What follows belongs to an exercise in optimizing a design on an open flow for small area, a short achievable clock period and few clock cycles per item; a production flow would make more cautious choices.
The RTL was checked by simulation tests, not by an equivalence proof against the original design.

==> maple <==
==> flow/design.v (excerpt) <==
module elliptic_roi_crop_mask #(
  parameter int MAX_DIM = MAX_DIM_DEFAULT
) (
  input  logic                     clk,
  input  logic                     rst,
  input  logic                     cfg_write,
  input  logic [CFG_IDX_BITS-1:0]  cfg_index,
  input  logic [CFG_DATA_BITS-1:0] cfg_data,
  input  logic                     in_valid,
  output logic                     in_ready,
  input  logic [PIXEL_BITS-1:0]    in_pixel,
  input  logic                     in_sof,
  output logic                     out_valid,
  input  logic                     out_ready,
  output logic [PIXEL_BITS-1:0]    out_masked_pixel,
  output logic                     out_inside_ellipse,
  output logic [POS_BITS-1:0]      out_crop_col,
  output logic [POS_BITS-1:0]      out_crop_row,
  output logic                     out_last_of_crop
);
make LEC_CHECK=0 ABC_CLOCK_PERIOD_IN_PS=4000 CAP_MARGIN=20 CORE_MARGIN=2 CORE_UTILIZATION=40 SETUP_SLACK_MARGIN=5 SLEW_MARGIN=20 finish   # period 11.0 ns
run.sh (not shown) runs the stock make flow with config.mk's settings and CLKGATE_MAP_FILE= SYNTH_SCRIPT=/design/flow/synth_recipe.tcl, a recipe that flattens the netlist after the stock synthesis.
==> inputs of indigo, as changes to maple <==
--- a/flow/design.v
+++ b/flow/design.v
@@ -120,40 +120,46 @@
   input  logic                     out_ready,
   output logic [PIXEL_BITS-1:0]    out_masked_pixel,
   output logic                     out_inside_ellipse,
   output logic [POS_BITS-1:0]      out_crop_col,
   output logic [POS_BITS-1:0]      out_crop_row,
   output logic                     out_last_of_crop
 );
   localparam logic [12:0] MAX_DIM_V = 13'(MAX_DIM);
-  logic [12:0] W, H;
-  logic [11:0] cx, cy, rx, ry;
-  wire  [12:0] dim_eff = (cfg_data == 13'd0) ? 13'd1 : (cfg_data > MAX_DIM_V) ? MAX_DIM_V : cfg_data;
-  wire  [11:0] rad_eff = (cfg_data[11:0] == 12'd0) ? 12'd1 : cfg_data[11:0];
+  logic [12:0] fw, fh;
+  logic [11:0] cx, cy, rxr, ryr;
   always_ff @(posedge clk) begin
     if (rst) begin
-      W  <= RST_FRAME_WIDTH;
-      H  <= RST_FRAME_HEIGHT;
-      cx <= RST_CENTRE_X;
-      cy <= RST_CENTRE_Y;
-      rx <= RST_RADIUS_X;
-      ry <= RST_RADIUS_Y;
+      fw  <= RST_FRAME_WIDTH;
+      fh  <= RST_FRAME_HEIGHT;
+      cx  <= RST_CENTRE_X;
+      cy  <= RST_CENTRE_Y;
+      rxr <= RST_RADIUS_X;
+      ryr <= RST_RADIUS_Y;
     end else if (cfg_write) begin
       case (cfg_index)
-        3'd0: W  <= dim_eff;
-        3'd1: H  <= dim_eff;
-        3'd2: cx <= cfg_data[11:0];
-        3'd3: cy <= cfg_data[11:0];
-        3'd4: rx <= rad_eff;
-        3'd5: ry <= rad_eff;
+        3'd0: fw  <= cfg_data;
+        3'd1: fh  <= cfg_data;
+        3'd2: cx  <= cfg_data[11:0];
+        3'd3: cy  <= cfg_data[11:0];
+        3'd4: rxr <= cfg_data[11:0];
+        3'd5: ryr <= cfg_data[11:0];
         default: ;
       endcase
     end
   end
+  logic [12:0] W, H;
+  logic [11:0] rx, ry;
+  always_comb begin
+    W  = (fw == 13'd0) ? 13'd1 : (fw > MAX_DIM_V) ? MAX_DIM_V : fw;
+    H  = (fh == 13'd0) ? 13'd1 : (fh > MAX_DIM_V) ? MAX_DIM_V : fh;
+    rx = (rxr == 12'd0) ? 12'd1 : rxr;
+    ry = (ryr == 12'd0) ? 12'd1 : ryr;
+  end
   logic       in_ready_q;
   logic       k_v, k_sof;
   logic [7:0] k_px;
   logic       s1_v, s1_sof;
   logic [7:0] s1_px;
   logic [1:0] s1_ph;
   assign in_ready = in_ready_q;
   wire accept = in_valid && in_ready_q;
@@ -194,44 +200,47 @@
   wire s2_free  = !s2_v || s2_go;
   wire copy     = s2_v && s2_in && !hit_cur && hit_t;
   wire need     = s2_v && s2_in && !kok;
   wire l1     = s1_v && s1_sof && (s1_ph == 2'd0) && s2_free;
   wire l2     = s1_v && s1_sof && (s1_ph == 2'd1);
   wire p_ok   = s1_v && (!s1_sof || (s1_ph == 2'd2));
   wire p_go   = p_ok && s2_free;
   wire s1_free = !s1_v || p_go;
-  logic        cz, rz, c_wrap, r_wrap;
-  logic [12:0] c1, r1, dcs, drs, dce, dre;
+  logic [11:0] col0, row0, ce, re;
+  logic [12:0] ce1, re1;
   logic [11:0] col_n, row_n;
-  logic        p_in, p_last, in_x, in_y, last_x, last_y;
-  logic [11:0] p_ci, p_cj, cinc, rinc;
+  logic        p_in, p_last;
+  logic [11:0] p_ci, p_cj;
+  logic        cz, rz;
+  logic [12:0] dcs, drs, dce, dre;
   always_comb begin
-    cz     = s1_sof || ({1'b0, col} >= W);
-    rz     = s1_sof || ({1'b0, row} >= H);
-    c1     = {1'b0, col} + 13'd1;
-    r1     = {1'b0, row} + 13'd1;
-    dcs    = {1'b0, col} - {1'b0, xs};
-    drs    = {1'b0, row} - {1'b0, ys};
-    dce    = {1'b0, col} - xe;
-    dre    = {1'b0, row} - ye;
-    c_wrap = cz ? (W == 13'd1) : (c1 == W);
-    cinc   = cz ? 12'd1 : c1[11:0];
-    in_x   = cz ? (xs == 12'd0) : (!dcs[12] && dce[12]);
-    p_ci   = cz ? (12'd0 - xs) : dcs[11:0];
-    last_x = cz ? (xe == 13'd1) : (c1 == xe);
-    r_wrap = rz ? (H == 13'd1) : (r1 == H);
-    rinc   = rz ? 12'd1 : r1[11:0];
-    in_y   = rz ? (ys == 12'd0) : (!drs[12] && dre[12]);
-    p_cj   = rz ? (12'd0 - ys) : drs[11:0];
-    last_y = rz ? (ye == 13'd1) : (r1 == ye);
-    col_n  = c_wrap ? 12'd0 : cinc;
-    row_n  = !c_wrap ? (rz ? 12'd0 : row) : (r_wrap ? 12'd0 : rinc);
-    p_in   = wv && in_x && in_y;
-    p_last = last_x && last_y;
+    col0  = s1_sof ? 12'd0 : col;
+    row0  = s1_sof ? 12'd0 : row;
+    cz    = ({1'b0, col0} >= W);
+    rz    = ({1'b0, row0} >= H);
+    ce    = cz ? 12'd0 : col0;
+    re    = rz ? 12'd0 : row0;
+    ce1   = {1'b0, ce} + 13'd1;
+    re1   = {1'b0, re} + 13'd1;
+    if (ce1 == W) begin
+      col_n = 12'd0;
+      row_n = (re1 == H) ? 12'd0 : re1[11:0];
+    end else begin
+      col_n = ce1[11:0];
+      row_n = re;
+    end
+    dcs    = {1'b0, ce} - {1'b0, xs};
+    drs    = {1'b0, re} - {1'b0, ys};
+    dce    = {1'b0, ce} - xe;
+    dre    = {1'b0, re} - ye;
+    p_in   = wv && !dcs[12] && dce[12] && !drs[12] && dre[12];
+    p_ci   = dcs[11:0];
+    p_cj   = drs[11:0];
+    p_last = (ce1 == xe) && (re1 == ye);
   end
   always_ff @(posedge clk) begin
     if (rst) begin
       in_ready_q <= 1'b1;
       k_v        <= 1'b0;
       s1_v       <= 1'b0;
       s1_ph      <= 2'd0;
       s2_v       <= 1'b0;
@@ -389,17 +398,17 @@
       end
       T_CONV1: begin
         gs = 1'b1;
       end
       T_CONV2: begin
         fb = g_x; fs = 1'b1; gs = 1'b1;
       end
       T_SRCH: begin
-        fb = g_x; fs = rep; gs = rep;
+        fb = g_x; fs = !inc_c; gs = !inc_c;
       end
       default: ;
     endcase
   end
   wire step = inc_c || dec_c;
   always_ff @(posedge clk) begin
     if (rst) begin
       ts <= T_IDLE;
ABC_CLOCK_PERIOD_IN_PS = unset   (was 4000)
SETUP_SLACK_MARGIN = unset   (was 5)
==> inputs of zinc, as changes to maple <==
==> flow/flow/run.sh (new file) <==
#!/bin/bash
set -uo pipefail
export SETUP_SLACK_MARGIN=6.5
bash standard.sh synth > synth.log 2>&1 || exit 1
bash standard.sh > layout.log 2>&1 || exit 1
==> flow/standard.sh (new file) <==
#!/bin/bash
# synth_recipe.tcl (not shown) runs the flow's synth.tcl, then flattens the netlist and writes it again
# the make line also repeats each setting of config.mk as NAME=value (left out here)
make -C /OpenROAD-flow-scripts/flow DESIGN_CONFIG=/design/flow/config.mk WORK_HOME=/design/flow/orfs CLKGATE_MAP_FILE= SYNTH_SCRIPT=/design/flow/synth_recipe.tcl "${@:-finish}"
ABC_CLOCK_PERIOD_IN_PS = unset   (was 4000)
SETUP_SLACK_MARGIN = unset   (was 5)
removed: flow/run.sh
==> comparison table <==
metric	maple	zinc	indigo
Run status	complete, no violations	complete, no violations	complete, no violations
Unrepaired setup endpoints after global routing	yes	yes	no
Die ar.	101000 um2	101000 um2	102000 um2
Number of buffers inserted by post-CTS setup repair	2	130	0
Clkbuf count	88	92	79
Non-clock inverter count in the final layout	237	239	233
Cell count along the critical path	24	24	20
Max Fanout on Critical Path	49	11	35
Combined flip-flop and latch cell area	14500 um2	14500 um2	14500 um2
Design Area, Final	44000 um2	47600 um2	43800 um2
Reg2Reg Depth	24	24	20
Fraction of area in non-clock buffers	2.51%	6.88%	2.46%
Nets	4740	4939	4743
Launch instance of the worst min-delay path	s1_px[7]$_DFFE_PP_	s1_px[4]$_DFFE_PP_	s1_px[2]$_DFFE_PP_
Testbench counts of maple, summed over its fixed seeds: cycles 21,987, items 21,528.
Testbench counts of indigo, summed over its fixed seeds: cycles 21,987, items 21,528.
Testbench counts of zinc, summed over its fixed seeds: cycles 21,987, items 21,528.

## what the ideal ports hide
The results above use ideal ports. As a check the final layouts listed here were re-extracted and re-timed, cells and wires unchanged. Step 1 (the two cells are an assumption about what drives the block):
set clk [get_ports {clk}]
set_driving_cell -lib_cell sky130_fd_sc_hd__clkbuf_16 $clk
set_driving_cell -lib_cell sky130_fd_sc_hd__buf_2 [delete_from_list [all_inputs] $clk]
Step 2, shift: input delay + t, output delay - t, t = (earliest + latest rising clock arrival at the registers) / 2. This alone moves slack from input paths to output paths. a / b / c = no drivers / after step 1 / after step 2; a / b = the first two.
run	shift t [ns]	setup WS [ns]	worst hold slack (ns)	worst setup path at the end
maple	0.702	5.272 / 5.272 / 4.746	0.418 / 0.418 / 0.418	input to register
indigo	0.730	2.943 / 2.943 / 2.943	0.418 / 0.418 / 0.418	register to register
zinc	0.698	5.953 / 5.953 / 5.939	0.419 / 0.419 / 0.419	input to register
After both steps setup and hold are still met in every run listed. The setup slack of maple, which loses most, moves by 0.000 ns with the drivers and by -0.526 ns with both steps.
